This is an optimization exercise on Yosys and OpenROAD, whose aim is small area and a short achievable clock period, not a production implementation.
At most, simulation tests tie the RTL to the original design; equivalence was not proved.

==> module xy_frame_sequencer, before the edit <==
module xy_frame_sequencer
#(
   parameter int          DEPTH   = 64,
   parameter int          DWELL   = 2,
   parameter logic [15:0] TIMEOUT = 16'd50000
) (
   input  logic       clk,
   input  logic       reset,
   input  logic       enable,
   input  logic       step,
   input  logic       rx_valid,
   input  logic [7:0] rx_data,
   output logic [7:0] xdac,
   output logic [7:0] ydac,
   output logic       frame_start,
   output logic       loading,
   output logic       load_err
);
   logic       st_c_q, st_x_q, st_y_q, busy_q, err_q;
   logic [6:0] n_q;             
   logic [6:0] rem_q;           
   logic       last_q;          
   logic [7:0] x_q;
   logic       hdr, cnt_ok, wr_en, ld_done;
   logic [15:0] wdata;
   assign hdr     = (rx_data == dandy_pkg::HDR_BYTE);
   assign cnt_ok  = (rx_data != 8'd0) && (rx_data <= 8'd64);
   assign wr_en   = rx_valid && st_y_q;
   assign ld_done = wr_en && last_q;
   assign wdata   = {x_q, rx_data};
   always_ff @(posedge clk)
      if (reset) begin
         st_c_q <= 1'b0;
         st_x_q <= 1'b0;
         st_y_q <= 1'b0;
         busy_q <= 1'b0;
         err_q  <= 1'b0;
      end else if (rx_valid) begin
         st_c_q <= !busy_q && hdr;
         st_x_q <= (st_c_q && cnt_ok) || (st_y_q && !last_q);
         st_y_q <= st_x_q;
         busy_q <= (!busy_q && hdr) || (st_c_q && cnt_ok) || st_x_q || (st_y_q && !last_q);
         if (st_c_q) err_q <= !cnt_ok;
      end
   always_ff @(posedge clk)
      if (rx_valid) begin
         if (st_c_q) begin
            n_q    <= rx_data[6:0];
            rem_q  <= rx_data[6:0];
            last_q <= (rx_data == 8'd1);
         end
         if (st_x_q) x_q <= rx_data;
         if (st_y_q) begin
            rem_q  <= rem_q - 7'd1;
            last_q <= (rem_q == 7'd2);
         end
      end
   logic [6:0] s3, rem5;
   logic       cf_one, cf_two, cf_big;
   logic [5:0] cf_inc, cf_lidx;
   assign cf_one  = (n_q == 7'd1);
   assign cf_two  = (n_q == 7'd2);
   assign s3      = n_q - 7'd3;
   assign cf_big  = !cf_one && !cf_two && (s3 >= 7'd30);
   assign rem5    = cf_big ? s3 - 7'd30 : s3;
   assign cf_inc  = {rem5[0], rem5[1], rem5[2], rem5[3], rem5[4], cf_big};
   assign cf_lidx = 6'(n_q - 7'd1);
   logic       one_q [2];
   logic       two_q [2];
   logic [5:0] inc_q [2];
   logic [5:0] lidx_q[2];       
   logic        run_q, dwell_q, act_q, swp_q, fs_q, rot_q, have_q;
   logic [5:0]  idx_q;
   logic [15:0] rdata_q;
   logic [15:0] head [2];
   logic [15:0] p1   [2];
   logic        last_pt, adv, wrap, swap_w, swap_i, start, rd_en;
   logic        act_n;
   assign act_n   = ~act_q;
   assign last_pt = (idx_q == lidx_q[act_q]);
   assign start   = !run_q && enable && have_q;
   assign adv     = run_q && enable && step && dwell_q;
   assign wrap    = adv && last_pt;
   assign swap_w  = wrap && (swp_q || ld_done) && (!(st_x_q || st_y_q) || ld_done);
   assign swap_i  = ld_done && !have_q;
   assign rd_en   = start || adv;
   always_ff @(posedge clk)
      if (rx_valid && st_x_q) begin
         one_q[act_n]  <= cf_one;
         two_q[act_n]  <= cf_two;
         inc_q[act_n]  <= cf_inc;
         lidx_q[act_n] <= cf_lidx;
      end
   always_ff @(posedge clk)
      if (reset) begin
         run_q   <= 1'b0;
         dwell_q <= 1'b0;
         idx_q   <= '0;
         act_q   <= 1'b0;
         swp_q   <= 1'b0;
         fs_q    <= 1'b0;
         rot_q   <= 1'b0;
         have_q  <= 1'b0;
         rdata_q <= {dandy_pkg::DAC_MID, dandy_pkg::DAC_MID};
      end else begin
         fs_q   <= start || wrap;
         rot_q  <= rd_en;
         have_q <= have_q || ld_done;
         if (start) run_q <= 1'b1;
         if (start)                          dwell_q <= 1'b0;
         else if (run_q && enable && step)   dwell_q <= !dwell_q;
         if (start || wrap) idx_q <= '0;
         else if (adv)      idx_q <= idx_q + 6'd1;
         if (swap_i || swap_w) act_q <= act_n;
         if (swap_w)                 swp_q <= 1'b0;
         else if (ld_done && have_q) swp_q <= 1'b1;
         if (swap_w) rdata_q <= !ld_done ? head[act_n] : one_q[act_n] ? wdata : p1[act_n];
         else if (rd_en) rdata_q <= head[act_q];
      end
   for (genvar b = 0; b < 2; b++) begin : g_bank
      logic en, ld;
      assign ld = (act_q != 1'(b));
      assign en = ld ? wr_en : rot_q;
      xy_point_bank u_bank (
         .clk     (clk),
         .en_i    (en),
         .load_i  (ld),
         .wdata_i (wdata),
         .one_i   (one_q[b]),
         .two_i   (two_q[b]),
         .inc_i   (inc_q[b]),
         .head_o  (head[b]),
         .p1_o    (p1[b])
      );
   end
   assign xdac        = rdata_q[15:8];
   assign ydac        = rdata_q[7:0];
   assign frame_start = fs_q;
   assign loading     = busy_q;
   assign load_err    = err_q;
endmodule
clock: 9.0 ns
lec_check: 0
cap_margin: 20
core_margin: 2
core_utilization: 40
slew_margin: 20
run.sh (not shown) runs the stock make flow with config.mk's settings and CLKGATE_MAP_FILE= SYNTH_SCRIPT=/design/flow/synth_recipe.tcl, a recipe that flattens the netlist after the stock synthesis.
Change:
--- a/flow/design.v
+++ b/flow/design.v
@@ -130,8 +130,11 @@
    logic [15:0] head [2];
    logic [15:0] p1   [2];
    logic        last_pt, adv, wrap, swap_w, swap_i, start, rd_en;
    logic        act_n;
+   logic        wr_q, wb_q, lag_q;
+   logic [15:0] wd_q;
+   logic [15:0] lhead [2];      
    assign act_n   = ~act_q;
    assign last_pt = (idx_q == lidx_q[act_q]);
    assign start   = !run_q && enable && have_q;
    assign adv     = run_q && enable && step && dwell_q;
@@ -154,13 +157,15 @@
          act_q   <= 1'b0;
          swp_q   <= 1'b0;
          fs_q    <= 1'b0;
          rot_q   <= 1'b0;
+         lag_q   <= 1'b0;
          have_q  <= 1'b0;
          rdata_q <= {dandy_pkg::DAC_MID, dandy_pkg::DAC_MID};
       end else begin
          fs_q   <= start || wrap;
          rot_q  <= rd_en;
+         lag_q  <= (rot_q || lag_q) && wr_q && (wb_q == act_q);
          have_q <= have_q || ld_done;
          if (start) run_q <= 1'b1;
          if (start)                          dwell_q <= 1'b0;
          else if (run_q && enable && step)   dwell_q <= !dwell_q;
@@ -168,20 +173,30 @@
          else if (adv)      idx_q <= idx_q + 6'd1;
          if (swap_i || swap_w) act_q <= act_n;
          if (swap_w)                 swp_q <= 1'b0;
          else if (ld_done && have_q) swp_q <= 1'b1;
-         if (swap_w) rdata_q <= !ld_done ? head[act_n] : one_q[act_n] ? wdata : p1[act_n];
-         else if (rd_en) rdata_q <= head[act_q];
-      end
+         if (swap_w) rdata_q <= !ld_done ? lhead[act_n] : one_q[act_n] ? wdata : p1[act_n];
+         else if (rd_en) rdata_q <= lhead[act_q];
+      end
+   always_ff @(posedge clk) begin
+      wr_q <= wr_en;
+      if (wr_en) begin
+         wb_q <= act_n;
+         wd_q <= wdata;
+      end
+   end
    for (genvar b = 0; b < 2; b++) begin : g_bank
-      logic en, ld;
-      assign ld = (act_q != 1'(b));
-      assign en = ld ? wr_en : rot_q;
+      logic en, ld, rot, sel1;
+      assign ld   = wr_q && (wb_q == 1'(b));
+      assign rot  = (rot_q || lag_q) && (act_q == 1'(b));
+      assign en   = ld || rot;
+      assign sel1 = ld || (lag_q && (act_q == 1'(b)));
+      assign lhead[b] = !sel1 ? head[b] : !one_q[b] ? p1[b] : ld ? wd_q : head[b];
       xy_point_bank u_bank (
          .clk     (clk),
          .en_i    (en),
          .load_i  (ld),
-         .wdata_i (wdata),
+         .wdata_i (wd_q),
          .one_i   (one_q[b]),
          .two_i   (two_q[b]),
          .inc_i   (inc_q[b]),
          .head_o  (head[b]),
=> The new run produced a clean layout; sequential share of layout area decreases by 0.64 points; sequential cell count increases by 19; utilization is about the same; clock skew barely changes; die area increases by about 2%; cell area increases by 1.7%; worst setup slack gets better by 0.36 ns; global-route usage increases by 0.75 points; clock-buffer cell count increases by 9.
Only the layout flow was run in the second run of this note; the RTL was not checked for function there.

static timing again, ports no longer ideal:
The results above use ideal ports. As a check the final layouts listed here were re-extracted and re-timed, cells and wires unchanged. Step 1 (the two cells are an assumption about what drives the block):
set clk [get_ports {clk}]
set_driving_cell -lib_cell sky130_fd_sc_hd__clkbuf_16 $clk
set_driving_cell -lib_cell sky130_fd_sc_hd__buf_2 [delete_from_list [all_inputs] $clk]
Step 2 times the ports against the registers' clock, not the clock port: input delays grow and output delays shrink by t, the midpoint of the rising clock arrivals with the driver on. Three values: no drivers, after step 1, after step 2; two values: the first two.
run | t (ns) | slack for setup (ns) | hold WS [ns]
the first run | 0.857 | 4.721 / 4.660 / 3.804 | 0.378 / 0.378 / 0.378
the second run | 0.880 | 5.084 / 5.010 / 4.334 | 0.391 / 0.391 / 0.391
After both steps setup and hold are still met in every run listed. The setup slack of the first run, which loses most, moves by -0.061 ns with the drivers and by -0.917 ns with both steps.
